From an optimization exercise on the open Yosys and OpenROAD flow, aimed at small area; shortcuts taken in it are not production practice.
Only simulation tests tie the RTL to the original design; equivalence was not proved.
The flow treats the clock pin as an ideal source, which a real chip does not have.
No activity file was given, so power comes from the tool's default toggle rates.

==> design/flow/design.v <==
module split_demux #(
   parameter int WIDTH      = 32,
   parameter int CNT        = 31,
   parameter int GROUP_SIZE = 8
) (
   input  logic                 clk,
   input  logic                 rst_n,
   input  logic                 din_vld,
   input  logic [WIDTH-1:0]     din,
   input  logic [CNT-1:0]       sel,
   output logic [CNT-1:0]       dout_vld,
   output logic [WIDTH*CNT-1:0] dout,
   output logic                 sel_err,
   output logic [7:0]           err_cnt
);
   localparam int GROUP_COUNT = CNT / GROUP_SIZE;
   localparam int REM_SIZE    = CNT % GROUP_SIZE;
   localparam int NGRP        = GROUP_COUNT + ((REM_SIZE != 0) ? 1 : 0);
   logic [NGRP-1:0]        seen_l1;
   logic [NGRP-1:0]        hit_d, hit_q;
   logic [NGRP-1:0]        multi_d, multi_q;
   logic [CNT-1:0]         lsel_q;
   logic [WIDTH-1:0]       data_q;
   logic                   vld_q;
   logic                   hit_any, hit_multi, ok, rej;
   logic [CNT-1:0]         dout_vld_d, dout_vld_q;
   logic [WIDTH*CNT-1:0]   dout_d, dout_q;
   logic                   sel_err_d, sel_err_q;
   logic [7:0]             err_cnt_d, err_cnt_q;
   always_comb begin
      seen_l1 = '0;
      multi_d = '0;
      for (int unsigned k = 0; k < CNT; k++) begin
         multi_d[k/GROUP_SIZE] = multi_d[k/GROUP_SIZE] | (seen_l1[k/GROUP_SIZE] & sel[k]);
         seen_l1[k/GROUP_SIZE] = seen_l1[k/GROUP_SIZE] | sel[k];
      end
      hit_d   = seen_l1 & {NGRP{din_vld}};
      multi_d = multi_d & {NGRP{din_vld}};
   end
   always_ff @(posedge clk) begin
      if (!rst_n) begin
         vld_q   <= 1'b0;
         hit_q   <= '0;
         multi_q <= '0;
         lsel_q  <= '0;
         data_q  <= '0;
      end else begin
         vld_q   <= din_vld;
         hit_q   <= hit_d;
         multi_q <= multi_d;
         lsel_q  <= sel;
         data_q  <= din;
      end
   end
   always_comb begin
      hit_any   = 1'b0;
      hit_multi = 1'b0;
      for (int unsigned g = 0; g < NGRP; g++) begin
         hit_multi = hit_multi | (hit_any & hit_q[g]);
         hit_any   = hit_any | hit_q[g];
      end
      ok  = vld_q & hit_any & ~hit_multi & ~(|multi_q);
      rej = vld_q & ~ok;
      dout_vld_d = '0;
      dout_d     = dout_q;
      for (int unsigned k = 0; k < CNT; k++) begin
         dout_vld_d[k] = ok & hit_q[k/GROUP_SIZE] & lsel_q[k];
         if (dout_vld_d[k]) begin
            dout_d[k*WIDTH +: WIDTH] = data_q;
         end
      end
      sel_err_d = rej;
      err_cnt_d = err_cnt_q;
      if (rej && (err_cnt_q != '1)) begin
         err_cnt_d = err_cnt_q + 8'd1;
      end
   end
   always_ff @(posedge clk) begin
      if (!rst_n) begin
         dout_vld_q <= '0;
         dout_q     <= '0;
         sel_err_q  <= 1'b0;
         err_cnt_q  <= '0;
      end else begin
         dout_vld_q <= dout_vld_d;
         dout_q     <= dout_d;
         sel_err_q  <= sel_err_d;
         err_cnt_q  <= err_cnt_d;
      end
   end
   assign dout_vld = dout_vld_q;
   assign dout     = dout_q;
   assign sel_err  = sel_err_q;
   assign err_cnt  = err_cnt_q;
endmodule
==> design/flow/run.sh <==
#!/bin/bash
# synth_recipe.tcl (not shown) runs the flow's synth.tcl, then flattens the netlist and writes it again
# the make line also repeats each setting of config.mk as NAME=value (left out here)
make -C /OpenROAD-flow-scripts/flow DESIGN_CONFIG=/design/flow/config.mk WORK_HOME=/design/flow/orfs CLKGATE_MAP_FILE= SYNTH_SCRIPT=/design/flow/synth_recipe.tcl finish
==> design/flow/config.mk <==
export PLATFORM = sky130hd
export DESIGN_NAME = split_demux
export DESIGN_NICKNAME = split_demux
export VERILOG_FILES = /design/flow/design.v
export SDC_FILE = /design/flow/constraint.sdc
export NUM_CORES = 4
export LEC_CHECK = 0
export CAP_MARGIN = 20
export CORE_AREA = 5 5 355 355
export DIE_AREA = 0 0 360 360
export SLEW_MARGIN = 20
==> design/flow/constraint.sdc <==
create_clock -name core_clock -period 4.0 [get_ports {clk}]
set_input_delay 0.8000 -clock core_clock [delete_from_list [all_inputs] [get_ports {clk}]]
set_output_delay 0.8000 -clock core_clock [all_outputs]
set_load 0.01 [all_outputs]
==> impl_results.md, run 1 <==
* CTS resizes at 0
* HPWL after DPL at ~120000 µm
* Synth Cell Area at slightly below 40000 µm²
* Hold buffers post-CTS at 0
* CP Launch Type: flop
* Clk sinks at about 1100
* Die X at between 300 and 400 µm
* Top cells by area, synth: dfxtp_1, nand2_1, mux2i_1
* Static Leak at approximately 22 nW
* Iter 0 DRT Violations at between 2000 and 3000
* # nets final at roughly 5200
* Syn_nets at 4297
* Ys async rst share at 0%
* Routed wire per std cell at about 25 µm
* WP buf/inv at 0
* Initial core utilization at approximately 33%
* Largest delay share family, worst path: simple AND/OR/NAND/NOR gates
* Area grow syn2layout at 41.4%
* Clk Latency, worst-skew pair at between 0.7 and 0.8 ns
* Post-layout util at between 40% and 50%
* Sequential cell area at between 20000 and 25000 µm²
* Total number of vias at 33100
* Max-Cap Viols at 0
* Initial antenna violation count at 6
* Global-route wire length before repair at between 200000 and 250000 µm
* Tot GR Track Use at between 20% and 30%
* Status: timing/DRC/antenna clean
* CP max stage cell: and2_2
* Critical path's largest stage delay at ~0.8 ns
* Power per cell area at about 410 nW/µm²
* Share of the synthesized area in the top cell type at 55.8%
* Fmax at 344 MHz
* Area leader, netlist: dfxtp_1
* CP Class: reg2reg
* Ports at between 1000 and 1500
* FILL cells at about 12000
* Cell-by-cell trace of the critical path: or4b_1 > nor4b_4 > and2_2 > nand2_1 > a21boi_0
* CP arrival at about 3.6 ns
* Multi-input combinational cell area at roughly 16000 µm²
* Worst-Margin Slew at 1.17 ns
* Sequential area share after synthesis at a little under three fifths
* Via-per-instance ratio at 4.80
* Worst IR drop on VDD at approximately 0.38 mV
* Clock transition at path regs at approximately 0.06 ns
* GPL Wtd Cong at between 0.8 and 0.9
* Syn_area_per_cell at 9.36 µm²
* Synth Instances at ~4200
* Drt drc at 0
* Post-CTS Setup Bufs at 0
* Drt first pass iters at 7
* Vias in the first global route at 31200
* Hold Crit Class: reg2reg
* Share of layout cells above drive strength 1 at under 10%
* Design area at roughly 56000 µm²
* Worst setup EP type: flop
* CORE AREA at ~120000 µm²
* Total wire length at 174000 µm
* Critical Path Fanout Max at 32
* Cell row count at 128
* Clock Skews at approximately 0.053 ns
* Period Utilization, post-route at ~73%
* Synth Register Bits at about 1100
* Req. time, crit path at approximately 4.7 ns
* CTS tree: done
* EDFF count, synth at 0
* Hold Fails Final Rpt at 0
* Die area at around 130000 µm²
* Unrepaired setup endpoints after global routing: false
* YS warnings at 1
* Final Power at between 20 and 25 mW
* Minimum clock period after layout at 2.90 ns
* I/O Buffers at around 1100
* TNS Setup at 0 ns
* Final Max Tran Viols at 0
* Post-detailed-route count of antenna-violating nets at 0
* Clk buf depth at 3
* Grt ovf at 0
* Yosys cell types at 49
* Slew HR at a little over a fifth
* H-tree Lvls at 3
* Placed inst area at ~52000 µm²
* Clock root buffer: clkbuf_16
* Ys flop type: dfxtp_1
* Clock buffer count from CTS at ~120
* Die span in y at 360 µm
* Setup violators final at 0
* Largest net degree at the start of global routing at between 100 and 150
final cells by class:
| cell class | count | area share, % |
|---|---|---|
| inverters | 4 | 0.0268 |
| multi-input cells | 2740 | 28.5 |
| clock buffers | 186 | 6.18 |
| repair buffers | 1203 | 21.2 |
| diodes | 5 | 0.0224 |
| well taps | 1625 | 3.63 |
| clock inverters | 34 | 0.930 |
| flip-flops and latches | 1104 | 39.5 |
worst reg2reg max path: cells and delay by family (launching register included):
kind,cells,cell delay (ns)
compound gates,1,0.22
simple gates,4,2.20
flops,1,0.40
cells in the mapped netlist (all sizes together) (2+ instances only):
cell,n
nand2,1540
dfxtp,1104
mux2i,512
a21boi,485
clkbuf,300
buf,82
and2,80
and3,32
nor2,11
a21oi,8
o21ai,8
or3,8
or4,7
nand3,6
nor3,5
inv,4
maj3,4
nor4b,4
a2111oi,3
a31oi,3
nand2b,3
nor4,2
sequential cells by signal, summed over array words and instances (netlist names):
name / cells
dout_q: 992
data_q: 32
dout_vld_q: 31
lsel_q: 31
err_cnt_q: 8
hit_q: 4
multi_q: 4
sel_err_q: 1
vld_q: 1
final timing paths:
kind                                   from     endpoint  slack [ns]  cells after the start
worst min register to register  dout_q[842]  dout_q[842]        0.45                      2
worst max register to register     hit_q[2]  dout_q[912]        1.10                      5
worst min-delay path            dout_q[842]  dout_q[842]        0.45                      2
worst max-delay path               hit_q[2]  dout_q[912]        1.10                      5
stage by stage:
step | hold WS (ns) | worst slack [ns] | instances
floorplan | 0.452 | 1.76 | 4230
global placement | 0.436 | 1.10 | 6676
detailed placement | 0.442 | 1.01 | 6676
CTS | 0.450 | 1.03 | 6896
global route | 0.468 | 0.797 | 6898
finish | 0.448 | 1.10 | 6901
per-layer routing:
layer  GRT usage (%)  part of all wire, %  vias up
li1                -                    -    15500
met1            29.7                   39    16100
met2            43.2                   48     1225
met3            7.93                  8.2      285
met4            11.3                  4.7        6
met5               0                0.031        -
cells by family after synthesis:
logic type      share of synthesized area, %
compound gates                          9.70
xor+xnor                              0.0221
fa+ha+maj                              0.133
buf+inv                                 4.00
flops                                   55.8
mux                                     12.9
simple gates                            17.3
cell usage in the layout (no fill, tap or decap), types with 13 or more instances in the layout:
cell type / netlist / routed
buf_4: 7 / 99
clkinv_2: 0 / 13
clkbuf_16: 0 / 117
clkdlybuf4s50_1: 0 / 1096
nand2_1: 1532 / 1520
a21boi_1: 29 / 29
nand2_2: 6 / 18
dfxtp_1: 1104 / 1103
mux2i_1: 512 / 512
clkbuf_1: 300 / 42
clkbuf_8: 0 / 27
a21boi_0: 456 / 456
and2_1: 80 / 77
and3_1: 32 / 32
power by group:
| part | internal, mW | switching (mW) |
|---|---|---|
| clock | 6.42 | 4.79 |
| combinational | 0.241 | 0.524 |
| sequential | 11.0 | 0.0587 |
| total | 17.7 | 5.38 |
==> run 2: changes to the inputs <==
==> design/flow/design.v (replaced) <==
module split_demux #(
   parameter int WIDTH = 32,
   parameter int CNT   = 31
) (
   input  logic                 clk,
   input  logic                 rst_n,
   input  logic                 din_vld,
   input  logic [WIDTH-1:0]     din,
   input  logic [CNT-1:0]       sel,
   output logic [CNT-1:0]       dout_vld,
   output logic [WIDTH*CNT-1:0] dout,
   output logic                 sel_err,
   output logic [7:0]           err_cnt
);
   localparam int IW = 5;    
   logic [IW-1:0] enc1, enc0;    
   logic          any, multi, onehot;
   for (genvar j = 0; j < IW; j++) begin : g_enc
      logic [CNT-1:0] m1, m0;
      for (genvar k = 0; k < CNT; k++) begin : g_bit
         assign m1[k] = ((k >> j) & 1) ? sel[k] : 1'b0;
         assign m0[k] = ((k >> j) & 1) ? 1'b0 : sel[k];
      end
      assign enc1[j] = |m1;
      assign enc0[j] = |m0;
   end
   assign any    = enc1[0] | enc0[0];
   assign multi  = |(enc1 & enc0);
   assign onehot = any & ~multi;
   logic [IW-1:0]    idx1;
   logic             ok1, rej1;
   logic [WIDTH-1:0] data1;
   always_ff @(posedge clk) begin
      ok1   <= rst_n & din_vld & onehot;
      rej1  <= rst_n & din_vld & ~onehot;
      idx1  <= enc1;
      data1 <= din;
   end
   logic [IW-1:0] idx2;
   logic          ok2, rej2;
   logic [7:0]    cnt;
   always_ff @(posedge clk) begin
      ok2  <= rst_n & ok1;
      rej2 <= rst_n & rej1;
      idx2 <= idx1;
      if (!rst_n)
         cnt <= '0;
      else if (rej1 && cnt != 8'hff)
         cnt <= cnt + 8'd1;
   end
   logic [WIDTH-1:0] ldata;
   assign ldata = data1 & {WIDTH{rst_n}};
   for (genvar k = 0; k < CNT; k++) begin : g_lane
      logic             load;
      logic [WIDTH-1:0] lane;
      assign load = (ok1 & (idx1 == IW'(k))) | ~rst_n;
      always_ff @(posedge clk) begin
         if (load) lane <= ldata;
      end
      assign dout[k*WIDTH +: WIDTH] = lane;
      assign dout_vld[k] = ok2 & (idx2 == IW'(k));
   end
   assign sel_err = rej2;
   assign err_cnt = cnt;
endmodule
==> design/flow/flow/run.sh (new file) <==
#!/bin/bash
# Standard layout, with port buffers of the smallest plain buffer cell.
set -euo pipefail
export BUFFER_PORTS_ARGS="-buffer_cell sky130_fd_sc_hd__buf_1"
bash standard.sh "BUFFER_PORTS_ARGS=-buffer_cell sky130_fd_sc_hd__buf_1" finish > standard_flow.log 2>&1
==> design/flow/standard.sh (new file) <==
#!/bin/bash
# synth_recipe.tcl (not shown) runs the flow's synth.tcl, then flattens the netlist and writes it again
# the make line also repeats each setting of config.mk as NAME=value (left out here)
make -C /OpenROAD-flow-scripts/flow DESIGN_CONFIG=/design/flow/config.mk WORK_HOME=/design/flow/orfs CLKGATE_MAP_FILE= SYNTH_SCRIPT=/design/flow/synth_recipe.tcl "${@:-finish}"
--- a/design/flow/config.mk
+++ b/design/flow/config.mk
@@ -6,6 +6,6 @@
 export NUM_CORES = 4
 export LEC_CHECK = 0
 export CAP_MARGIN = 20
-export CORE_AREA = 5 5 355 355
-export DIE_AREA = 0 0 360 360
+export CORE_AREA = 4 4 252 252
+export DIE_AREA = 0 0 256 256
 export SLEW_MARGIN = 20
removed: design/flow/run.sh
==> run 2 against run 1 <==
Net effect: the flow now stops in I/O pin placement (3_2_place_iop); area after synthesis decreased by 19%; synthesized cell count fell by 70%.
==> impl_results.md, run 2 <==
* Status: did not finish
* Stopping stage: I/O pin placement (3_2_place_iop)
* First Error: [ERROR PPL-0024] Number of IO pins (1098) exceeds maximum number of available positions (920). Increase the die perimeter from 1024.00um to 1493.28um.
* Ys async rst share at 0% (unchanged)
* YS warnings at 1 (unchanged)
* Die X at 256 µm (-29%)
* Yosys cell types at 33 (-33%)
* Share of the synthesized area in the top cell type at 92.9% (+37 points)
* Top cells by area, synth: edfxtp_1, dfxtp_1, and2_1
* Commonest cells in the netlist: edfxtp_1, dfxtp_1, and2_1
* Synth Cell Area at 32100 µm² (-19%)
* Die span in y at 256 µm (-29%)
* Syn_nets at 1329 (-69%)
* Most frequent cell after synthesis: edfxtp_1
* Area leader, netlist: edfxtp_1
* Syn_area_per_cell at 25.4 µm² (+170%)
* Sequential area share after synthesis at 96.3% (+40 points)
* Synth Register Bits at 1046 (-5.3%)
* Synth Instances at 1262 (-70%)
* EDFF count, synth at 992 (+992)
* Initial core utilization at 52.9% (+20 points)
* Cell row count at 90 (-30%)
* Ys flop type: edfxtp_1
run 2: cells by family after synthesis:
logic type / synth area share (%)
compound gates: 0.707
xor+xnor: 0.191
fa+ha+maj: 0.0390
buf+inv: 0.129
flops: 96.3
simple gates: 2.62
==> run 3: changes to the inputs <==
==> design/flow/run.sh (new file) <==
#!/bin/bash
# synth_recipe.tcl (not shown) runs the flow's synth.tcl, then flattens the netlist and writes it again
# the make line also repeats each setting of config.mk as NAME=value (left out here)
make -C /OpenROAD-flow-scripts/flow DESIGN_CONFIG=/design/flow/config.mk WORK_HOME=/design/flow/orfs CLKGATE_MAP_FILE= SYNTH_SCRIPT=/design/flow/synth_recipe.tcl finish
removed: design/flow/flow/run.sh
removed: design/flow/standard.sh
==> run 3 against run 2 <==
Net effect: the run again fails in I/O pin placement (3_2_place_iop); area after synthesis unchanged; synthesized cell count unchanged.
==> impl_results.md, run 3 <==
* Die span in y at 256 µm (unchanged)
* Post-Synth Simple-Gate Area at 2.62% (unchanged)
* Compound-gate portion of the synthesized area at 0.707% (unchanged)
* First Error: [ERROR PPL-0024] Number of IO pins (1098) exceeds maximum number of available positions (920). Increase the die perimeter from 1024.00um to 1493.28um.
* Cell row count at 90 (unchanged)
* YS warnings at 1 (unchanged)
* Top cells by area, synth: edfxtp_1, dfxtp_1, and2_1
* Syn_nets at 1329 (unchanged)
* Yosys cell types at 33 (unchanged)
* Sequential area share after synthesis at 96.3% (unchanged)
* Ys flop type: edfxtp_1
* Most frequent cell after synthesis: edfxtp_1
* Status: did not finish
* Die X at 256 µm (unchanged)
* Stopping stage: I/O pin placement (3_2_place_iop)
* Syn_area_per_cell at 25.4 µm² (unchanged)
* Area share of fa/ha/maj cells after synthesis at 0.0390% (unchanged)
* Ys async rst share at 0% (unchanged)
* Share of the synthesized area in the top cell type at 92.9% (unchanged)
* Area leader, netlist: edfxtp_1
* Mux cell area share after synthesis at 0% (unchanged)
* Initial core utilization at 52.9% (unchanged)
* Largest family of logic cells by synthesized area: simple AND/OR/NAND/NOR gates
* Commonest cells in the netlist: edfxtp_1, dfxtp_1, and2_1
* EDFF count, synth at 992 (unchanged)
* Synth Cell Area at 32100 µm² (unchanged)
* Synth Register Bits at 1046 (unchanged)
* Synth Area in XOR/XNOR at 0.191% (unchanged)
* Synth Instances at 1262 (unchanged)
==> run 3: logic make-up after synthesis <==
family          after synthesis
compound gates               41
buf+inv                      11
xor+xnor                      7
simple gates                156
flops                      1046
fa+ha+maj                     1
==> run 4: changes to the inputs <==
==> design/flow/flow/run.sh (new file) <==
#!/bin/bash
# The standard layout (standard.sh), with two changes to how the layout is made:
#  - port buffers use the smallest plain buffer cell (buf_1) instead of the resizer's pick;
#  - clock tree: clkbuf_8 buffers, sink clusters of at most 16 flops within 40 um,
#    no dummy loads.
# The make output goes to standard_flow.log; each ORFS step also writes its own log
# under orfs/logs/.
set -euo pipefail
bash standard.sh \
  "BUFFER_PORTS_ARGS=-buffer_cell sky130_fd_sc_hd__buf_1" \
  "CTS_ARGS=-sink_clustering_enable -repair_clock_nets -dont_use_dummy_load -buf_list sky130_fd_sc_hd__clkbuf_8 -sink_clustering_size 16 -sink_clustering_max_diameter 40" \
  finish > standard_flow.log 2>&1
==> design/flow/standard.sh (new file) <==
#!/bin/bash
# synth_recipe.tcl (not shown) runs the flow's synth.tcl, then flattens the netlist and writes it again
# the make line also repeats each setting of config.mk as NAME=value (left out here)
make -C /OpenROAD-flow-scripts/flow DESIGN_CONFIG=/design/flow/config.mk WORK_HOME=/design/flow/orfs CLKGATE_MAP_FILE= SYNTH_SCRIPT=/design/flow/synth_recipe.tcl "${@:-finish}"
--- a/design/flow/config.mk
+++ b/design/flow/config.mk
@@ -6,6 +6,6 @@
 export NUM_CORES = 4
 export LEC_CHECK = 0
 export CAP_MARGIN = 20
-export CORE_AREA = 4 4 252 252
-export DIE_AREA = 0 0 256 256
+export CORE_AREA = 4 4 476 126
+export DIE_AREA = 0 0 480 130
 export SLEW_MARGIN = 20
removed: design/flow/run.sh
==> run 4 against run 3 <==
Net effect: now clean on timing, DRC and antenna; area after synthesis unchanged; synthesized cell count stayed put.
==> impl_results.md, run 4 <==
* Tot GR Track Use at 32.3%
* Grt ovf at 0
* HPWL after DPL at between 70000 and 80000 µm
* Hold Fails Final Rpt at 0
* Hold buffers post-CTS at 0
* CP arrival at between 3 and 4 ns
* Max-Cap Viols at 0
* # nets final at around 2600
* Placed inst area at 37900 µm²
* CTS resizes at 0
* Worst-Margin Slew at roughly 1.1 ns
* Share of layout cells above drive strength 1 at under 10%
* Drt first pass iters at 5
* Syn_area_per_cell at 25.4 µm² (unchanged)
* Clock root buffer: clkbuf_8
* Synth Cell Area at 32100 µm² (unchanged)
* Post-detailed-route count of antenna-violating nets at 0
* Vias in the first global route at about 16000
* Max reg flops at roughly 990
* Iter 0 DRT Violations at 2240
* Cell count after placement at about 3200
* Finished Layout Cells at 3267
* TNS Setup at 0 ns
* CP startpoint: ok1
* Ys async rst share at 0% (unchanged)
* Yosys cell types at 33 (unchanged)
* Top cells by area, synth: edfxtp_1, dfxtp_1, and2_1
* Total number of vias at 18300
* EDFF count, synth at 992 (unchanged)
* Clk Latency, worst-skew pair at just under 0.7 ns
* YS warnings at 1 (unchanged)
* Power per cell area at between 500 and 600 nW/µm²
* CTS tree: done
* Synth Instances at 1262 (unchanged)
* Initial core utilization at 56.8% (+3.9 points)
* Cell row count at 44 (-51%)
* Minimum clock period after layout at ~3.0 ns
* Ports at about 1100
* Clock buffer count from CTS at between 70 and 80
* Synth Register Bits at 1046 (unchanged)
* CP Launch Type: flop
* R2R cell count at 4
* Setup violators final at 0
* Die span in y at 130 µm (-49%)
* GRT met3 Usage at 7.39%
* Hold Crit Class: in2reg
* Initial antenna violation count at 5
* Fmax at ~330 MHz
* Commonest non-fill, non-tap cell in the layout: buf_1
* Unrepaired setup endpoints after global routing: false
* GRT met2 Usage at between 50% and 60%
* Largest net degree at the start of global routing at 38
* Via-per-instance ratio at approximately 5.6
* Post-CTS Setup Bufs at 0
* Share of the synthesized area in the top cell type at 92.9% (unchanged)
* Period Utilization, post-route at 75.8%
* Req. time, crit path at 4.36 ns
* Drt drc at 0
* Worst setup EP type: flop
* Most Used Layer, Global Route: met2
* Worst Hold Depth at 1
* Clk buf depth at 3
* Clk sinks at 1046
* GPL Wtd Cong at ~1.1
* Critical Path Fanout Max at 20
* Final Max Tran Viols at 0
* CP Class: reg2reg
* Most frequent cell after synthesis: edfxtp_1
* Regs by FF count: g_lane.lane: 992 flops, data1: 32 flops, cnt: 8 flops
* Worst IR drop on VDD at approximately 0.27 mV
* Clock transition at path regs at approximately 0.10 ns
* Routed wire per std cell at between 30 and 40 µm
* Status: timing/DRC/antenna clean
* Worst hold start: din[18]
* Static Leak at 12.5 nW
* Sequential area share after synthesis at 96.3% (unchanged)
* Die X at 480 µm (+88%)
* Area leader, netlist: edfxtp_1
* Slew HR at between 20% and 30%
* Grt met1 use at between 40% and 50%
* Commonest cells in the netlist: edfxtp_1, dfxtp_1, and2_1
* Design area at between 30000 and 40000 µm²
* Most flops, register: g_lane.lane
* Total wire length at around 100000 µm
* Ys flop type: edfxtp_1
* I/O Buffers at between 1000 and 1500
* Syn_nets at 1329 (unchanged)
* Die area at between 60000 and 70000 µm²
* CORE AREA at roughly 56000 µm²
* Commonest cells after routing, fill and taps aside: buf_1, edfxtp_1, clkbuf_8, dfxtp_1, buf_4
* Clock Skews at around 0.025 ns
* Crit Reg-Reg Startpoint: ok1
* Area grow syn2layout at 21.7%
* Global-route wire length before repair at ~140000 µm
* H-tree Lvls at 3
-- run 4: cell counts after synthesis --
Identical to the previous run, type by type.
-- run 4: worst paths after layout --
kind | end | slack, ns
hold / removal | data1[18] | 0.19
hold reg to reg | idx2[4] | 0.44
setup / recovery | g_lane[14].lane[9] | 0.97
setup reg to reg | g_lane[14].lane[9] | 0.97
-- run 4: through the flow --
stage / power [mW] / utilization (%) / hold WS (ns) / setup WS (ns)
2_1_floorplan: 14.1 / - / 0.388 / 0.477
3_3_place_gp: 15.3 / 67.2 / 0.403 / 0.329
3_5_place_dp: 15.2 / 67.2 / 0.423 / 0.421
4_1_cts: 19.9 / 69.0 / 0.143 / 1.10
5_1_grt: 20.5 / 69.1 / 0.150 / 0.863
6_report: 19.8 / 69.2 / 0.192 / 0.967
-- run 4: power by group --
part,total (mW),leakage [nW],internal [mW],switching [mW]
Combinational,1.79,1.98,0.388,1.41
Clock,4.83,0.539,1.69,3.14
Sequential,13.2,10.0,12.9,0.310
Total,19.8,12.5,15.0,4.85
-- run 4: final cells by class --
class / instances / area (µm²)
fill: 3835 / 17400
clock buffer: 75 / 1030
timing repair buffer: 1155 / 4620
sequential: 1046 / 30900
antenna: 4 / 10.0
multi-input combinational: 205 / 1510
tap: 782 / 978
-- run 4: metal layers --
| layer | part of all wire [%] | up-vias |
|---|---|---|
| met5 | 0 | - |
| met2 | 48 | 1126 |
| met3 | 9.2 | 133 |
| met4 | 2.0 | 0 |
| met1 | 41 | 9700 |
| li1 | - | 7364 |
-- run 4: critical path: stages (launching register included) --
cell and delay [ns]:
dfxtp_1 0.42, nor2b_1 0.42, nand3b_1 0.47, o21ai_4 0.98, buf_4 0.41
-- run 4: cells by family after synthesis --
group	Yosys count	share of synthesized area [%]
AO/OA/AOI/OAI	41	0.707
XOR/XNOR	7	0.191
adder cells (fa/ha/maj)	1	0.0390
buffers and inverters	11	0.129
flip-flops	1046	96.3
AND/OR/NAND/NOR	156	2.62
==> run 5: changes to the inputs <==
==> design/flow/flow/run.sh (replaced) <==
#!/bin/bash
# The standard layout (standard.sh), with these changes to how the layout is made:
#  - port buffers use the smallest plain buffer cell (buf_1) instead of the resizer's pick;
#  - clock tree: clkbuf_8 buffers, sink clusters of at most 16 flops within 40 um,
#    no dummy loads;
#  - after CTS, flow/downsize.tcl tries smaller drive strengths of the logic cells and
#    keeps those that leave timing, slew and capacitance within margins.
# The make output goes to standard_flow.log; each ORFS step also writes its own log
# under orfs/logs/.
set -euo pipefail
bash standard.sh \
  "BUFFER_PORTS_ARGS=-buffer_cell sky130_fd_sc_hd__buf_1" \
  "CTS_ARGS=-sink_clustering_enable -repair_clock_nets -dont_use_dummy_load -buf_list sky130_fd_sc_hd__clkbuf_8 -sink_clustering_size 16 -sink_clustering_max_diameter 40" \
  "POST_CTS_TCL=$PWD/flow/downsize.tcl" \
  finish > standard_flow.log 2>&1
==> design/flow/flow/downsize.tcl (new file) <==
# Post-CTS area recovery: try each sized logic cell at a smaller drive strength of the
# same function, and keep the change only if timing, slew and capacitance stay within
# margins (placement parasitics). Registers and clock-tree buffers are left alone.
set ds_slew_min 0.15
set ds_cap_min 0.15
set ds_setup_min 0.3e-9

proc ds_state {} {
  estimate_parasitics -placement
  return [list [sta::max_slew_check_slack_limit] [sta::max_capacitance_check_slack_limit] \
    [sta::worst_slack_cmd max] [sta::worst_slack_cmd min]]
}

set base [ds_state]
lassign $base s0 c0 w0 h0
set slew_min [expr { min($s0, $ds_slew_min) }]
set cap_min [expr { min($c0, $ds_cap_min) }]
set setup_min [expr { min($w0, $ds_setup_min) }]
set hold_min [expr { min($h0, 0.0) }]
puts "downsize: start slew $s0 cap $c0 setup $w0 hold $h0"

set todo {}
foreach inst [get_cells *] {
  set name [get_full_name $inst]
  if { [string match "clkbuf_*" $name] || [string match "clkload*" $name] } { continue }
  set ref [get_property $inst ref_name]
  if { ![regexp {^sky130_fd_sc_hd__(.+)_([0-9]+)$} $ref -> fn drive] } { continue }
  if { [regexp {^(df|edf|sdf|sedf|dl|tap|fill|decap|diode|conb)} $fn] } { continue }
  set lc [get_lib_cells $ref]
  lappend todo [list $name $fn [get_property $lc area]]
}
set todo [lsort -real -decreasing -index 2 $todo]

set saved 0.0
set changed 0
foreach t $todo {
  lassign $t name fn area
  set inst [get_cells $name]
  set cur [get_property $inst ref_name]
  set cands {}
  foreach lc [get_lib_cells "sky130_fd_sc_hd__${fn}_*"] {
    set ln [get_name $lc]
    if { ![regexp "^sky130_fd_sc_hd__${fn}_\[0-9\]+\$" $ln] } { continue }
    set a [get_property $lc area]
    if { $a < $area } { lappend cands [list $ln $a] }
  }
  foreach c [lsort -real -index 1 $cands] {
    lassign $c ln a
    replace_cell $inst $ln
    lassign [ds_state] s c w h
    if { $s >= $slew_min && $c >= $cap_min && $w >= $setup_min && $h >= $hold_min } {
      set saved [expr { $saved + $area - $a }]
      incr changed
      puts "downsize: $name $cur -> $ln"
      break
    }
    replace_cell $inst $cur
  }
}
lassign [ds_state] s c w h
puts "downsize: $changed cells smaller, [format %.1f $saved] um2 saved; slew $s cap $c setup $w hold $h"
detailed_placement
check_placement -verbose
==> run 5 against run 4 <==
Net effect: still clean; flip-flop and latch count stayed put; non-clock buffer count is 2 higher; combinational power hardly changed; area after synthesis stayed put; hold slack better by 0.0073 ns; sequential share of layout area is 0.71 points higher; clock-buffer cell count stayed put; largest cell class unchanged.
==> impl_results.md, run 5 <==
* Status: timing/DRC/antenna clean
* EDFF count, synth at 992 (unchanged)
* Worst-Margin Slew at 1.19 ns (+0.118 ns)
* Clk Latency, worst-skew pair at 0.69 ns (about the same)
* Clk sinks at 1046 (unchanged)
* Share of layout cells above drive strength 1 at 5.72% (-1.6 points)
* Via-per-instance ratio at 5.59 (-0.27%)
* Drt first pass iters at 5 (unchanged)
* Synth Cell Area at 32100 µm² (unchanged)
* Post-detailed-route count of antenna-violating nets at 0 (unchanged)
* Max reg flops at 992 (unchanged)
* CORE AREA at 56400 µm² (unchanged)
* Hold Fails Final Rpt at 0 (unchanged)
* Commonest cells after routing, fill and taps aside: buf_1, edfxtp_1, clkbuf_8, dfxtp_1, nor2_1
* Worst IR drop on VDD at 0.268 mV (-1.0%)
* Syn_nets at 1329 (unchanged)
* Die area at 62400 µm² (unchanged)
* Largest net degree at the start of global routing at 38 (unchanged)
* DR WL met3 at 9450 µm (-2.0%)
* Req. time, crit path at 4.32 ns (-0.04 ns)
* HPWL after DPL at 73800 µm (unchanged)
* Sequential area share after synthesis at 96.3% (unchanged)
* Global-route wire length before repair at 136000 µm (about the same)
* Ports at 1098 (unchanged)
* Minimum clock period after layout at 3.53 ns (+0.493 ns)
* Final Power at 19.8 mW (-0.12%)
* I/O Buffers at 1097 (unchanged)
* DRT met1 WL at 42700 µm (+0.48%)
* WL met2 at 50300 µm (+0.33%)
* Power per cell area at 512 nW/µm² (+0.77%)
* Top cells by area, synth: edfxtp_1, dfxtp_1, and2_1
* GPL Wtd Cong at 1.08 (unchanged)
* Area grow syn2layout at 20.7%
* Die X at 480 µm (unchanged)
* Ys async rst share at 0% (unchanged)
* Clock transition at path regs at 0.10 ns (about the same)
* Final Max Tran Viols at 0 (unchanged)
* CP Class: in2reg
* Share of the synthesized area in the top cell type at 92.9% (unchanged)
* Static Leak at 12.4 nW (-1.2%)
* Grt ovf at 0 (unchanged)
* Routed wire per std cell at 32.0 µm (+0.13%)
* CTS tree: done
* Period Utilization, post-route at 88.2% (+12 points)
* Max-Cap Viols at 0 (unchanged)
* Top layer in use: met4
* Vias in the first global route at 16500 (-0.018%)
* Tot GR Track Use at 32.3% (about the same)
* Unrepaired setup endpoints after global routing: false
* Regs by FF count: g_lane.lane: 992 flops, data1: 32 flops, cnt: 8 flops
* Iter 0 DRT Violations at 2205 (-1.6%)
* Die span in y at 130 µm (unchanged)
* # nets final at 2552 (+0.078%)
* YS warnings at 1 (unchanged)
* Setup violators final at 0 (unchanged)
* Clock Skews at 0.0258 ns (+0.00106 ns)
* Yosys cell types at 33 (unchanged)
* Commonest cells in the netlist: edfxtp_1, dfxtp_1, and2_1
* Slew HR at 20.9% (-7.6 points)
* Cell row count at 44 (unchanged)
* Most flops, register: g_lane.lane
* Synth Register Bits at 1046 (unchanged)
* CP Launch Type: primary input
* TNS Setup at 0 ns (unchanged)
* Commonest non-fill, non-tap cell in the layout: buf_1
* Worst setup EP type: flop
* Most frequent cell after synthesis: edfxtp_1
* FILL cells at 3916 (+2.1%)
* Synth Instances at 1262 (unchanged)
* Area leader, netlist: edfxtp_1
* Drt drc at 0 (unchanged)
* Ys flop type: edfxtp_1
* Hold slack at 0.200 ns (+0.00728 ns)
* Total number of vias at 18300 (-0.24%)
* Initial antenna violation count at 6 (+1)
* Critical Path Fanout Max at 37 (+85%)
* Total wire length at 105000 µm (+0.16%)
* Syn_area_per_cell at 25.4 µm² (unchanged)
* Fmax at 284 MHz (-14%)
* Initial core utilization at 56.8% (unchanged)
* CP arrival at 3.84 ns (+0.44 ns)
* Hold Crit Class: in2reg
run 5: cell count changes in the layout (fill, tap and decap cells not counted), moves of 2 or more:
cell,before,now
o21ai_1,1,3
nor2_2,2,0
o21ai_4,31,15
nor2_1,37,39
buf_12,2,0
o21ai_2,0,8
buf_2,0,25
buf_6,0,2
o21ai_0,1,7
buf_4,54,0
buf_1,1096,1126
clkbuf_2,0,2
run 5: area by class of cell:
class	instances	area, µm²	area share (%)
Antenna cell	3	7.51	0.0194
Clock buffer	75	1030	2.67
Multi-Input combinational cell	205	1350	3.49
Sequential cell	1046	30900	79.8
Tap cell	782	978	2.53
Timing Repair Buffer	1157	4440	11.5
run 5: metrics by stage:
step                worst slack, ns  instance area, µm²  instances  utilization [%]
detailed placement            0.421               37900       3186             67.2
global route                  0.398               38700       3266             68.5
finish                        0.474               38700       3268             68.5
floorplan                     0.477               32100       1262                -
global placement              0.329               37900       3186             67.2
run 5: kinds of logic (layout without fill, tap and decap cells):
kind of cell	after synthesis	count (layout)	synth area share, %
flops	1046	1046	96.3
simple gates	156	156	2.62
compound gates	41	41	0.707
buf+inv	11	1232	0.129
xor+xnor	7	7	0.191
fa+ha+maj	1	1	0.0390
other cells	0	3	0
run 5: worst max-delay path, stage by stage:
cell and delay (ns):
clkbuf_2 0.69, buf_2 0.84, and2_1 0.61, buf_1 0.88
run 5: path summary, 6_finish.rpt:
| check | from | endpoint | slack [ns] | cells past startpoint |
|---|---|---|---|---|
| setup / recovery | rst_n | g_lane[8].lane[25] | 0.47 | 4 |
| hold / removal | din[18] | data1[18] | 0.20 | 1 |
| setup reg to reg | ok1 | g_lane[14].lane[9] | 0.54 | 4 |
| hold reg to reg | idx1[4] | idx2[4] | 0.44 | 0 |
run 5: routing by layer:
metal  GRT usage (%)  vias up
met5               0        -
met4            7.09        0
met3            7.35      134
met2            50.4     1104
met1            48.0     9684
li1                -     7357
run 5: report_power, final:
part	internal [mW]	switching, mW
Sequential	12.9	0.307
Combinational	0.361	1.40
Clock	1.69	3.14
Total	15.0	4.85
==> run 6: changes to the inputs <==
--- a/design/flow/design.v
+++ b/design/flow/design.v
@@ -50,10 +50,18 @@
    end
    logic [WIDTH-1:0] ldata;
    assign ldata = data1 & {WIDTH{rst_n}};
+   logic [7:0] hi_load;
+   logic [3:0] lo_load;
+   for (genvar h = 0; h < 8; h++) begin : g_hi
+      assign hi_load[h] = (idx1[4:2] == 3'(h)) | ~rst_n;
+   end
+   for (genvar l = 0; l < 4; l++) begin : g_lo
+      assign lo_load[l] = (ok1 & (idx1[1:0] == 2'(l))) | ~rst_n;
+   end
    for (genvar k = 0; k < CNT; k++) begin : g_lane
       logic             load;
       logic [WIDTH-1:0] lane;
-      assign load = (ok1 & (idx1 == IW'(k))) | ~rst_n;
+      assign load = hi_load[k / 4] & lo_load[k % 4];
       always_ff @(posedge clk) begin
          if (load) lane <= ldata;
       end
--- a/design/flow/flow/run.sh
+++ b/design/flow/flow/run.sh
@@ -4,10 +4,12 @@
 #  - clock tree: clkbuf_8 buffers, sink clusters of at most 16 flops within 40 um,
 #    no dummy loads;
 #  - after CTS, flow/downsize.tcl tries smaller drive strengths of the logic cells and
-#    keeps those that leave timing, slew and capacitance within margins.
+#    keeps those that leave timing, slew and capacitance within margins (5% of the
+#    library limits here; DS_MARGIN).
 # The make output goes to standard_flow.log; each ORFS step also writes its own log
 # under orfs/logs/.
 set -euo pipefail
+export DS_MARGIN=0.05
 bash standard.sh \
   "BUFFER_PORTS_ARGS=-buffer_cell sky130_fd_sc_hd__buf_1" \
   "CTS_ARGS=-sink_clustering_enable -repair_clock_nets -dont_use_dummy_load -buf_list sky130_fd_sc_hd__clkbuf_8 -sink_clustering_size 16 -sink_clustering_max_diameter 40" \
--- a/design/flow/flow/downsize.tcl
+++ b/design/flow/flow/downsize.tcl
@@ -4,6 +4,10 @@
 set ds_slew_min 0.15
 set ds_cap_min 0.15
 set ds_setup_min 0.3e-9
+if { [info exists ::env(DS_MARGIN)] } {
+  set ds_slew_min $::env(DS_MARGIN)
+  set ds_cap_min $::env(DS_MARGIN)
+}
 
 proc ds_state {} {
   estimate_parasitics -placement
@@ -61,3 +65,4 @@
 puts "downsize: $changed cells smaller, [format %.1f $saved] um2 saved; slew $s cap $c setup $w hold $h"
 detailed_placement
 check_placement -verbose
+
--- a/design/flow/config.mk
+++ b/design/flow/config.mk
@@ -5,7 +5,7 @@
 export SDC_FILE = /design/flow/constraint.sdc
 export NUM_CORES = 4
 export LEC_CHECK = 0
-export CAP_MARGIN = 20
+export CAP_MARGIN = 0
 export CORE_AREA = 4 4 476 126
 export DIE_AREA = 0 0 480 130
-export SLEW_MARGIN = 20
+export SLEW_MARGIN = 0
==> run 6 against run 5 <==
Net effect: still clean on timing, DRC and antenna; cell count fell by 0.61%; combinational power fell by about 30%; global-route usage fell by 0.81 points; flip-flop and latch count did not move; clock power barely moved; clock-buffer cell count did not move; register-to-register slack improved by 0.24 ns; area after synthesis fell by 0.24%; critical path depth rose by 2; synthesized cell count fell by 0.40%; hold slack got worse by 0.024 ns; critical endpoint is now g_lane[30].lane[6]; largest cell class unchanged.
==> impl_results.md, run 6 <==
* Die span in y at 130 µm (unchanged)
* Hold slack at 0.176 ns (-0.0242 ns)
* Total number of vias at 18000 (-1.4%)
* Initial core utilization at 56.7% (-0.14 points)
* Hold Crit Class: in2reg
* Clk sinks at 1046 (unchanged)
* Initial antenna violation count at 6 (unchanged)
* Cell count after placement at 3171 (-0.47%)
* Critical Path Fanout Max at 17 (-54%)
* Design area at 38400 µm² (-0.73%)
* Most flops, register: g_lane.lane
* # nets final at 2533 (-0.74%)
* Total wire length at 102000 µm (-2.5%)
* Die area at 62400 µm² (unchanged)
* Synth Cell Area at 32000 µm² (-0.24%)
* FILL cells at 3950 (+0.87%)
* Ports at 1098 (unchanged)
* Setup violators final at 0 (unchanged)
* Clock Skews at 0.0412 ns (+0.0154 ns)
* Post-layout util at 68.0% (-0.50 points)
* NetSw at 4.32 mW (-11%)
* Tot GR Track Use at 31.5% (-0.81 points)
* Clk pwr share at 25.9% (+1.5 points)
* Static Leak at 12.5 nW (+0.77%)
* Req. time, crit path at 4.31 ns (about the same)
* Worst IR drop on VDD at 0.258 mV (-3.8%)
* CTS tree: done
* Clock transition at path regs at 0.10 ns (about the same)
* Cell row count at 44 (unchanged)
* Cell-by-cell trace of the critical path: clkbuf_1 > inv_1 > a31oi_1 > buf_1 > nor2_2 > buf_1
* Fraction of power consumed by combinational cells at 6.5% (-2.4 points)
* Ys async rst share at 0% (unchanged)
* Drt first pass iters at 7 (+2)
* Top cells by area, synth: edfxtp_1, dfxtp_1, nor2_1
* Max reg flops at 992 (unchanged)
* Final Power at 18.8 mW (-5.3%)
* Drt drc at 0 (unchanged)
* Switching Fraction at 23.0% (-1.4 points)
* CORE AREA at 56400 µm² (unchanged)
* Routed wire per std cell at 31.4 µm (-1.9%)
* Clk Latency, worst-skew pair at 0.71 ns (+0.02 ns)
* Slew HR at 7.06% (-14 points)
* Fmax at 265 MHz (-6.5%)
* Cell internal pwr at 14.4 mW (-3.5%)
* HPWL after DPL at 69300 µm (-6.1%)
* Commonest non-fill, non-tap cell in the layout: buf_1
* Synth Instances at 1257 (-0.40%)
* Max-Cap Viols at 0 (unchanged)
* I/O Buffers at 1097 (unchanged)
* Pre-CTS setup slack at 0.561 ns (+0.140 ns)
* Die X at 480 µm (unchanged)
* Placed inst area at 37600 µm² (-0.75%)
* TNS Setup at 0 ns (unchanged)
* Vias in the first global route at 16400 (-0.64%)
* Minimum clock period after layout at 3.77 ns (+0.245 ns)
* Final Max Tran Viols at 0 (unchanged)
* Share of layout cells above drive strength 1 at 5.48% (-0.24 points)
* Via-per-instance ratio at 5.55 (-0.75%)
* Finished Layout Cells at 3248 (-0.61%)
* Syn_nets at 1324 (-0.38%)
* Power per cell area at 489 nW/µm² (-4.6%)
* YS warnings at 1 (unchanged)
* Hold Fails Final Rpt at 0 (unchanged)
* Critical path's largest stage delay at 0.94 ns (+0.06 ns)
* Regs by FF count: g_lane.lane: 992 flops, data1: 32 flops, cnt: 8 flops
* CP Launch Type: primary input
* Synth Register Bits at 1046 (unchanged)
* Commonest cells after routing, fill and taps aside: buf_1, edfxtp_1, clkbuf_8, nor2_1, dfxtp_1
* Unrepaired setup endpoints after global routing: false
* Sequential share of power at 67.6% (+0.9 points)
* Largest net degree at the start of global routing at 33 (-13%)
* Period Utilization, post-route at 94.3% (+6.1 points)
* Commonest cells in the netlist: edfxtp_1, nor2_1, dfxtp_1
* Iter 0 DRT Violations at 2100 (-4.8%)
* CP arrival at 4.08 ns (+0.24 ns)
* Grt ovf at 0 (unchanged)
* Sequential area share after synthesis at 96.5% (+0.23 points)
* Share of the synthesized area in the top cell type at 93.2% (+0.23 points)
* Yosys cell types at 30 (-9.1%)
* Global-route wire length before repair at 133000 µm (-2.3%)
* Syn_area_per_cell at 25.4 µm² (+0.15%)
* Ys flop type: edfxtp_1
* EDFF count, synth at 992 (unchanged)
* CP max stage cell: nor2_2
* GPL Wtd Cong at 1.00 (-7.0%)
* Worst setup EP type: flop
* Critical path's most frequent cell: buf_1
* Post-detailed-route count of antenna-violating nets at 0 (unchanged)
* Status: timing/DRC/antenna clean
* Final worst slack at 0.229 ns (-0.245 ns)
* Most frequent cell after synthesis: edfxtp_1
* Area leader, netlist: edfxtp_1
* Area grow syn2layout at 20.1%
* Worst-Margin Slew at 1.39 ns (+0.208 ns)
* CP Class: in2reg
==> run 6: changes by cell type after synthesis, moves of 4 or more <==
cell      before  now
o21ai_1        4    0
inv_1          0    5
o31a_1         0    5
nor2_1        37   79
and2_1        40   36
nand2b_1       6    2
o21ai_0       29    1
or4_1          7    3
nand2_1       21    9
a31oi_1        0    6
==> run 6: worst paths after layout <==
| path | start | end | slack, ns | depth (start not counted) |
|---|---|---|---|---|
| worst max-delay path | rst_n | g_lane[30].lane[6] | 0.23 | 6 |
| worst min-delay path | din[19] | data1[19] | 0.18 | 1 |
| worst max register to register | idx1[1] | g_lane[30].lane[6] | 0.78 | 4 |
| worst min register to register | idx1[0] | idx2[0] | 0.44 | 0 |
==> run 6: critical path: cells and delay by family <==
| kind | cells | cell delay [ns] |
|---|---|---|
| and+or+nand+nor | 1 | 0.94 |
| AOI/OAI and AO/OA | 1 | 0.09 |
| buffers and inverters | 4 | 2.21 |
==> run 6: logic make-up after synthesis <==
group / synth area share (%)
DFF: 96.5
and+or+nand+nor: 2.59
AOI/OAI and AO/OA: 0.438
buffers and inverters: 0.164
xor gates and xnor gates: 0.192
muxes: 0.0313
adders and majority gates: 0.0391
==> run 6: cell type report <==
class / count / area [µm²] / share of cell area [%]
Timing Repair Buffer: 1141 / 4320 / 11.3
Multi-Input combinational cell: 197 / 1170 / 3.04
Sequential cell: 1046 / 30900 / 80.4
Clock buffer: 75 / 1030 / 2.69
Antenna cell: 2 / 5.00 / 0.0130
Tap cell: 782 / 978 / 2.55
Inverter: 5 / 18.8 / 0.0489
==> run 6: metal layers <==
layer	share of wire, %	GRT usage, %
met5	0	0
met3	8.5	5.73
met1	40	45.7
met4	1.9	6.89
met2	50	51.6
==> run 6: power groups by stage <==
stage                     Sequential (mW)  Clock [mW]  Combinational [mW]
final                                12.7        4.85                1.23
after global routing                 12.7        5.38                1.28
after detailed placement             12.9           0                1.27
after floorplan                      13.2           0               0.248
after global placement               12.9           0                1.26
==> run 7: changes to the inputs <==
--- a/design/flow/flow/downsize.tcl
+++ b/design/flow/flow/downsize.tcl
@@ -3,7 +3,7 @@
 # margins (placement parasitics). Registers and clock-tree buffers are left alone.
 set ds_slew_min 0.15
 set ds_cap_min 0.15
-set ds_setup_min 0.3e-9
+set ds_setup_min 0.5e-9
 if { [info exists ::env(DS_MARGIN)] } {
   set ds_slew_min $::env(DS_MARGIN)
   set ds_cap_min $::env(DS_MARGIN)
--- a/design/flow/config.mk
+++ b/design/flow/config.mk
@@ -6,6 +6,6 @@
 export NUM_CORES = 4
 export LEC_CHECK = 0
 export CAP_MARGIN = 0
-export CORE_AREA = 4 4 476 126
-export DIE_AREA = 0 0 480 130
+export CORE_AREA = 4 4 496 106
+export DIE_AREA = 0 0 500 110
 export SLEW_MARGIN = 0
==> run 7 against run 6 <==
Net effect: sequential power about the same; synthesized cell count unchanged; hold slack better by 0.016 ns.
==> impl_results.md, run 7 <==
* EDFF count, synth at 992 (unchanged)
* Vias in the first global route at 17600 (+7.3%)
* Iter 0 DRT Violations at 2901 (+38%)
* Share of layout cells above drive strength 1 at 5.35% (-0.13 points)
* Commonest cells after routing, fill and taps aside: buf_1, edfxtp_1, clkbuf_8, nor2_1, dfxtp_1
* Die span in y at 110 µm (-15%)
* Global-route wire length before repair at 132000 µm (-1.2%)
* Synth Instances at 1257 (unchanged)
* Largest net degree at the start of global routing at 33 (unchanged)
* Cell-by-cell trace of the critical path: clkbuf_2 > inv_1 > buf_2 > a31oi_1 > buf_2 > nor2_2 > buf_1
* Sequential cell area at 30900 µm² (unchanged)
* Grt ovf at 0 (unchanged)
* Unrepaired setup endpoints after global routing: false
* TNS Setup at 0 ns (unchanged)
* Share of the synthesized area in the top cell type at 93.2% (unchanged)
* Commonest non-fill, non-tap cell in the layout: buf_1
* CTS tree: done
* CP Class: in2reg
* Hold Crit Class: in2reg
* Multi-input combinational cell area at 1200 µm² (+2.7%)
* Worst-Margin Slew at 1.42 ns (+0.0291 ns)
* Drt drc at 0 (unchanged)
* Critical path's most frequent cell: buf_2
* Ports at 1098 (unchanged)
* Clk Latency, worst-skew pair at 0.69 ns (-0.02 ns)
* # nets final at 2536 (+0.12%)
* Critical path's largest stage delay at 0.95 ns (about the same)
* Req. time, crit path at 4.29 ns (-0.02 ns)
* Regs by FF count: g_lane.lane: 992 flops, data1: 32 flops, cnt: 8 flops
* Max reg flops at 992 (unchanged)
* Sequential area share after synthesis at 96.5% (unchanged)
* Power per cell area at 490 nW/µm² (+0.17%)
* CP arrival at 3.88 ns (-0.20 ns)
* YS warnings at 1 (unchanged)
* Ys async rst share at 0% (unchanged)
* Cell row count at 36 (-18%)
* Clk sinks at 1046 (unchanged)
* Most frequent cell after synthesis: edfxtp_1
* HPWL after DPL at 67800 µm (-2.2%)
* Yosys cell types at 30 (unchanged)
* Routed wire per std cell at 31.3 µm (-0.22%)
* Ys flop type: edfxtp_1
* Initial core utilization at 66.4% (+9.7 points)
* Slew HR at 5.12% (-1.9 points)
* Most flops, register: g_lane.lane
* Worst setup EP type: flop
* Die X at 500 µm (+4.2%)
* Minimum clock period after layout at 3.58 ns (-0.188 ns)
* Critical Path Fanout Max at 17 (unchanged)
* Clock transition at path regs at 0.12 ns (+0.02 ns)
* Synth Register Bits at 1046 (unchanged)
* Max-Cap Viols at 0 (unchanged)
* Largest delay share family, worst path: buffers and inverters
* CP max stage cell: nor2_2
* Final Max Tran Viols at 0 (unchanged)
* Tot GR Track Use at 35.0% (+3.5 points)
* Total number of vias at 18200 (+0.88%)
* FILL cells at 2584 (-35%)
* Fmax at 279 MHz (+5.2%)
* Via-per-instance ratio at 5.81 (+4.6%)
* Post-detailed-route count of antenna-violating nets at 0 (unchanged)
* Hold Fails Final Rpt at 0 (unchanged)
* Die area at 55000 µm² (-12%)
* Syn_nets at 1324 (unchanged)
* Area grow syn2layout at 19.7%
* I/O Buffers at 1097 (unchanged)
* Synth Cell Area at 32000 µm² (unchanged)
* Worst IR drop on VDD at 0.326 mV (+27%)
* CP Launch Type: primary input
* Period Utilization, post-route at 89.6% (-4.7 points)
* Status: timing/DRC/antenna clean
* Final Power at 18.7 mW (-0.12%)
* Area leader, netlist: edfxtp_1
* Static Leak at 12.5 nW (about the same)
* Commonest cells in the netlist: edfxtp_1, nor2_1, dfxtp_1
* Syn_area_per_cell at 25.4 µm² (unchanged)
* Initial antenna violation count at 3 (-3)
* CORE AREA at 48200 µm² (-15%)
* Setup violators final at 0 (unchanged)
* Drt first pass iters at 6 (-1)
* Top cells by area, synth: edfxtp_1, dfxtp_1, nor2_1
* Clock Skews at 0.0468 ns (+0.00557 ns)
* WP buf/inv at 5 (+1)
* GPL Wtd Cong at 0.970 (-3.4%)
* Total wire length at 98100 µm (-3.8%)
## run 7: cell types whose count changed in the layout (fill, tap and decap cells not counted)
cell | before | now
a31oi_1 | 5 | 6
a31oi_2 | 1 | 0
and2_1 | 26 | 30
and2_2 | 10 | 6
buf_1 | 1107 | 1114
buf_2 | 33 | 28
clkbuf_1 | 1 | 0
clkbuf_2 | 0 | 2
diode_2 | 2 | 1
nor2_1 | 65 | 60
nor2_2 | 2 | 1
nor2_4 | 12 | 18
## run 7: power by group
part	internal (mW)	switching [mW]	leakage, nW	total, mW
sequential	12.5	0.150	10.1	12.7
clock	1.70	3.16	0.539	4.85
combinational	0.214	0.992	1.84	1.21
## run 7: cell type report
class | instances | area share (%)
antenna | 1 | 0.00654
clock buffer | 75 | 2.70
inverter | 5 | 0.0490
multi-input combinational | 197 | 3.13
sequential | 1046 | 80.6
tap | 665 | 2.17
timing repair buffer | 1144 | 11.3
## run 7: metal layers
layer	global-route usage [%]	vias up	part of all wire, %	routed length [µm]
met1	49.4	9365	37	36000
met5	0	-	0	0
li1	-	7298	-	-
met2	56.1	1387	49	48400
met3	10.1	138	12	11800
met4	8.30	0	2.0	1940
## run 7: cell families (layout without fill, tap and decap cells)
family | count (synthesis) | after routing | share of synthesized area [%]
AOI/OAI and AO/OA | 19 | 19 | 0.438
xor gates and xnor gates | 7 | 7 | 0.192
adders and majority gates | 1 | 1 | 0.0391
buffers and inverters | 14 | 1224 | 0.164
DFF | 1046 | 1046 | 96.5
muxes | 1 | 1 | 0.0313
other | 0 | 1 | 0
and+or+nand+nor | 169 | 169 | 2.59
## run 7: worst reg2reg max path, cell delays in order, from the launching register on
cell	delay, ns
dfxtp_1	0.71
inv_1	0.32
o31a_1	0.42
nor2_2	0.90
buf_1	0.85
## run 7: path summary, 6_finish.rpt
check                       to  startpoint  cells past startpoint  slack, ns
max          g_lane[6].lane[0]       rst_n                      7       0.42
min                   data1[8]      din[8]                      1       0.19
max reg2reg  g_lane[6].lane[0]     idx1[2]                      4       0.42
min reg2reg            idx2[0]     idx1[0]                      0       0.44
## run 7: per-stage QoR
stage	cell area [µm²]	util [%]	setup slack, ns	hold slack, ns	cells
after floorplan	32000	-	0.886	0.329	1257
after global placement	37500	77.9	0.824	0.447	3057
after detailed placement	37500	77.9	0.706	0.437	3057
after global routing	38300	79.5	0.301	0.148	3132
final	38300	79.5	0.416	0.191	3133
==> run 8: changes to the inputs <==
==> design/flow/flow/run.sh (replaced) <==
#!/bin/bash
# The standard layout (standard.sh), with these changes to how the layout is made:
#  - port buffers use the smallest plain buffer cell (buf_1) instead of the resizer's pick;
#  - clock tree: clkbuf_8 buffers, sink clusters of at most 18 flops within 40 um,
#    no dummy loads;
#  - after CTS, flow/downsize.tcl gives clkbuf_16 to any clock leaf buffer whose flip-flop
#    clock pins are slow, then tries smaller drive strengths of the logic cells and
#    keeps those that leave timing, slew and capacitance within margins (12% of the
#    library limits here; DS_MARGIN).
# The make output goes to standard_flow.log; each ORFS step also writes its own log
# under orfs/logs/.
set -euo pipefail
export DS_MARGIN=0.12
bash standard.sh \
  "BUFFER_PORTS_ARGS=-buffer_cell sky130_fd_sc_hd__buf_1" \
  "CTS_ARGS=-sink_clustering_enable -repair_clock_nets -dont_use_dummy_load -buf_list sky130_fd_sc_hd__clkbuf_8 -sink_clustering_size 18 -sink_clustering_max_diameter 40" \
  "POST_CTS_TCL=$PWD/flow/downsize.tcl" \
  finish > standard_flow.log 2>&1
--- a/design/flow/flow/downsize.tcl
+++ b/design/flow/flow/downsize.tcl
@@ -13,6 +13,31 @@
   estimate_parasitics -placement
   return [list [sta::max_slew_check_slack_limit] [sta::max_capacitance_check_slack_limit] \
     [sta::worst_slack_cmd max] [sta::worst_slack_cmd min]]
+}
+
+set ds_clk_slew 0.120
+if { [info exists ::env(DS_CLK_SLEW)] } { set ds_clk_slew $::env(DS_CLK_SLEW) }
+proc ds_leaf_slew { inst } {
+  set worst 0.0
+  foreach p [get_pins -of_objects $inst -filter "direction==output"] {
+    foreach q [get_pins -of_objects [get_nets -of_objects $p] -filter "direction==input"] {
+      foreach prop {slew_max_rise slew_max_fall} {
+        set v [get_property $q $prop]
+        if { $v > $worst } { set worst $v }
+      }
+    }
+  }
+  return $worst
+}
+estimate_parasitics -placement
+foreach inst [get_cells clkbuf_leaf_*] {
+  set ls [ds_leaf_slew $inst]
+  if { $ls > $ds_clk_slew } {
+    set cur [get_property $inst ref_name]
+    replace_cell $inst sky130_fd_sc_hd__clkbuf_16
+    estimate_parasitics -placement
+    puts "downsize: clock leaf [get_full_name $inst] $cur -> clkbuf_16, slew [format %.4f $ls] -> [format %.4f [ds_leaf_slew $inst]]"
+  }
 }
 
 set base [ds_state]
==> design/flow/config.mk (replaced) <==
export PLATFORM = sky130hd
export DESIGN_NAME = split_demux
export DESIGN_NICKNAME = split_demux
export VERILOG_FILES = /design/flow/design.v
export SDC_FILE = /design/flow/constraint.sdc
export NUM_CORES = 4
export LEC_CHECK = 0
export CAP_MARGIN = 10
export CORE_AREA = 4 4 476 126
export DIE_AREA = 0 0 480 130
export PLACE_DENSITY = 0.85
export SLEW_MARGIN = 10
==> run 8 against run 7 <==
Net effect: clock skew grew 0.013 ns; highest routed layer is now met5; synthesized cell count is the same; die area rose by 13%; critical endpoint is now g_lane[8].lane[13]; hold slack better by 0.0037 ns; sequential power hardly changed; setup slack improved by 0.46 ns; clock-buffer cell count decreased by 7; combinational power is essentially flat; global-route usage fell by 3.4 points; sequential share of layout area down 0.061 points; critical path type unchanged; register-to-register slack better by 0.65 ns; total power down 0.81%.
==> impl_results.md, run 8 <==
* Total number of vias at 18300 (+0.35%)
* Die area at 62400 µm² (+13%)
* Finished Layout Cells at 3241 (+3.4%)
* Die span in y at 130 µm (+18%)
* TNS Setup at 0 ns (unchanged)
* # nets final at 2523 (-0.51%)
* I/O Buffers at 1097 (unchanged)
* CP max stage cell: buf_1
* Global-route wire length before repair at 134000 µm (+1.4%)
* Worst setup EP type: flop
* Area share of fa/ha/maj cells after synthesis at 0.0391% (unchanged)
* Ports at 1098 (unchanged)
* Ys async rst share at 0% (unchanged)
* Initial core utilization at 56.7% (-9.7 points)
* Clk Latency, worst-skew pair at 0.70 ns (about the same)
* Routed wire per std cell at 31.7 µm (+1.3%)
* GPL Wtd Cong at 1.00 (+3.4%)
* Req. time, crit path at 4.27 ns (-0.02 ns)
* Clk sinks at 1046 (unchanged)
* Status: timing/DRC/antenna clean
* Clock transition at path regs at 0.11 ns (about the same)
* Most frequent cell after synthesis: edfxtp_1
* Slew HR at 15.0% (+9.9 points)
* Power per cell area at 485 nW/µm² (-0.89%)
* Cell row count at 44 (+22%)
* Final Max Tran Viols at 0 (unchanged)
* Syn_area_per_cell at 25.4 µm² (unchanged)
* Commonest cells after routing, fill and taps aside: buf_1, edfxtp_1, nor2_1, clkbuf_8, dfxtp_1
* CORE AREA at 56400 µm² (+17%)
* Synth Register Bits at 1046 (unchanged)
* Commonest cells in the netlist: edfxtp_1, nor2_1, dfxtp_1
* Pre-CTS setup slack at 0.776 ns (+0.0704 ns)
* Largest net degree at the start of global routing at 41 (+24%)
* Mux cell area share after synthesis at 0.0313% (unchanged)
* Worst IR drop on VDD at 0.270 mV (-17%)
* Drt drc at 0 (unchanged)
* Largest family of logic cells by synthesized area: simple AND/OR/NAND/NOR gates
* Via-per-instance ratio at 5.63 (-3.0%)
* Final worst slack at 0.872 ns (+0.456 ns)
* CTS tree: done
* Top cells by area, synth: edfxtp_1, dfxtp_1, nor2_1
* Synth Cell Area at 32000 µm² (unchanged)
* Yosys cell types at 30 (unchanged)
* Area grow syn2layout at 19.8% (about the same)
* Fmax at 320 MHz (+15%)
* Setup violators final at 0 (unchanged)
* Minimum clock period after layout at 3.13 ns (-0.456 ns)
* Grt ovf at 0 (unchanged)
* Max-Cap Viols at 0 (unchanged)
* Period Utilization, post-route at 78.2% (-11 points)
* Clock Skews at 0.0602 ns (+0.0134 ns)
* Iter 0 DRT Violations at 2721 (-6.2%)
* Critical path's largest stage delay at 0.99 ns (+0.04 ns)
* HPWL after DPL at 69900 µm (+3.1%)
* Sequential area share after synthesis at 96.5% (unchanged)
* Ys flop type: edfxtp_1
* Worst-Margin Slew at 1.28 ns (-0.148 ns)
* Hold Fails Final Rpt at 0 (unchanged)
* Synth Instances at 1257 (unchanged)
* Static Leak at 12.4 nW (-0.26%)
* Final Power at 18.6 mW (-0.81%)
* Hold Crit Class: in2reg
* Syn_nets at 1324 (unchanged)
* Hold slack at 0.195 ns (+0.00372 ns)
* Share of the synthesized area in the top cell type at 93.2% (unchanged)
* WP buf/inv at 3 (-2)
* Vias in the first global route at 17400 (-0.86%)
* CP Launch Type: primary input
* Initial antenna violation count at 12 (+9)
* Post-Synth Simple-Gate Area at 2.59% (unchanged)
* Drt first pass iters at 5 (-1)
* Area leader, netlist: edfxtp_1
* CP Class: in2reg
* Critical Path Fanout Max at 40 (+23)
* Commonest non-fill, non-tap cell in the layout: buf_1
* Cell-by-cell trace of the critical path: clkbuf_1 > buf_2 > and2_1 > buf_1
* Largest delay share family, worst path: buffers and inverters
* Post-detailed-route count of antenna-violating nets at 0 (unchanged)
* Share of layout cells above drive strength 1 at 5.58% (+0.23 points)
* Cell count after placement at 3167 (+3.6%)
* Regs by FF count: g_lane.lane: 992 flops, data1: 32 flops, cnt: 8 flops
* Synth Area in XOR/XNOR at 0.192% (unchanged)
* Compound-gate portion of the synthesized area at 0.438% (unchanged)
* Tot GR Track Use at 31.7% (-3.4 points)
* YS warnings at 1 (unchanged)
* EDFF count, synth at 992 (unchanged)
* Unrepaired setup endpoints after global routing: false
* Die X at 480 µm (-4.0%)
* Total wire length at 103000 µm (+4.8%)
* Most flops, register: g_lane.lane
* CP arrival at 3.40 ns (-0.48 ns)
* Max reg flops at 992 (unchanged)
==> run 8: cell counts after synthesis <==
Identical to the previous run, type by type.
==> run 8: through the flow <==
stage	util [%]	area (µm²)
2_1_floorplan	-	32000
3_3_place_gp	66.6	37600
3_5_place_dp	66.6	37600
5_1_grt	67.9	38300
6_report	67.9	38300
==> run 8: area by class of cell <==
cell class              instances  area [µm²]
clock buffers                  68         947
repair buffers               1138        4330
well taps                     782         978
diodes                          5        12.5
inverters                       5        18.8
flip-flops and latches       1046       30900
fillers                      3740       18100
multi-input cells             197        1160
==> run 8: worst reg2reg max path, delay by kind of cell, from the launching register on <==
kind            cells  cell delay [ns]
buf+inv             2             0.69
compound gates      1             0.50
flops               1             0.40
simple gates        1             0.98
==> run 8: where the power goes <==
| group | internal (mW) | switching [mW] | leakage, nW |
|---|---|---|---|
| Clock | 1.57 | 3.10 | 0.494 |
| Sequential | 12.5 | 0.178 | 10.1 |
| Combinational | 0.214 | 0.992 | 1.86 |
| Total | 14.3 | 4.27 | 12.4 |
==> run 8: kinds of logic (layout without fill, tap and decap cells) <==
logic type | after synthesis | after routing
flip-flops | 1046 | 1046
AND/OR/NAND/NOR | 169 | 169
AO/OA/AOI/OAI | 19 | 19
buffers and inverters | 14 | 1211
XOR/XNOR | 7 | 7
adder cells (fa/ha/maj) | 1 | 1
multiplexers | 1 | 1
other | 0 | 5
==> run 8: final timing paths <==
| kind | start | end | slack (ns) | cells past startpoint |
|---|---|---|---|---|
| hold / removal | din[5] | data1[5] | 0.19 | 1 |
| hold reg to reg | idx1[0] | idx2[0] | 0.42 | 0 |
| setup reg to reg | ok1 | g_lane[21].lane[5] | 1.07 | 4 |
| setup / recovery | rst_n | g_lane[8].lane[13] | 0.87 | 4 |
==> run 8: per-layer routing <==
| layer | routed length, µm | share of wire, % | global-route usage, % | vias up |
|---|---|---|---|---|
| met3 | 13700 | 13 | 11.7 | 217 |
| met4 | 2530 | 2.5 | 8.53 | 10 |
| met2 | 50600 | 49 | 51.1 | 1388 |
| li1 | - | - | - | 7278 |
| met5 | 80 | 0.078 | 0 | - |
| met1 | 35900 | 35 | 41.7 | 9359 |

==> re-timing with driven ports <==
Ports are ideal in the flow. The routed layouts listed here were re-timed in OpenROAD.
Step 1 assumes that a clkbuf_16 drives the clock port and a buf_2 every other input.
Step 2 adds t to the input delays and takes it off the output delays; t is the mean of the earliest and latest rising clock arrival at the registers after step 1. Input paths then give back, and output paths get back, about the clock's delay inside the block.
Three values: no drivers, after step 1, after step 2; two values: the first two.
| run | t (ns) | setup WS [ns] | worst setup path after step 2 | clock arrival spread, ns | pins driven straight from the clock port |
|---|---|---|---|---|---|
| run 1 | 0.803 | 1.097 / 1.097 / 1.097 | register to register | 0.056 / 0.057 | 1 |
| run 4 | 0.742 | 0.967 / 0.967 / 0.559 | input to register | 0.035 / 0.035 | 1 |
| run 5 | 0.742 | 0.474 / 0.518 / -0.224 | input to register | 0.035 / 0.036 | 1 |
| run 6 | 0.762 | 0.229 / 0.224 / -0.538 | input to register | 0.042 / 0.042 | 1 |
| run 7 | 0.735 | 0.416 / 0.418 / -0.288 | input to register | 0.050 / 0.050 | 1 |
| run 8 | 0.728 | 0.872 / 0.851 / 0.123 | input to register | 0.061 / 0.061 | 1 |
Met with ideal ports but missed after step 2: setup timing in run 5, run 6 and run 7. The setup slack of run 6, which loses most, moves by -0.005 ns with the drivers and by -0.767 ns with both steps.
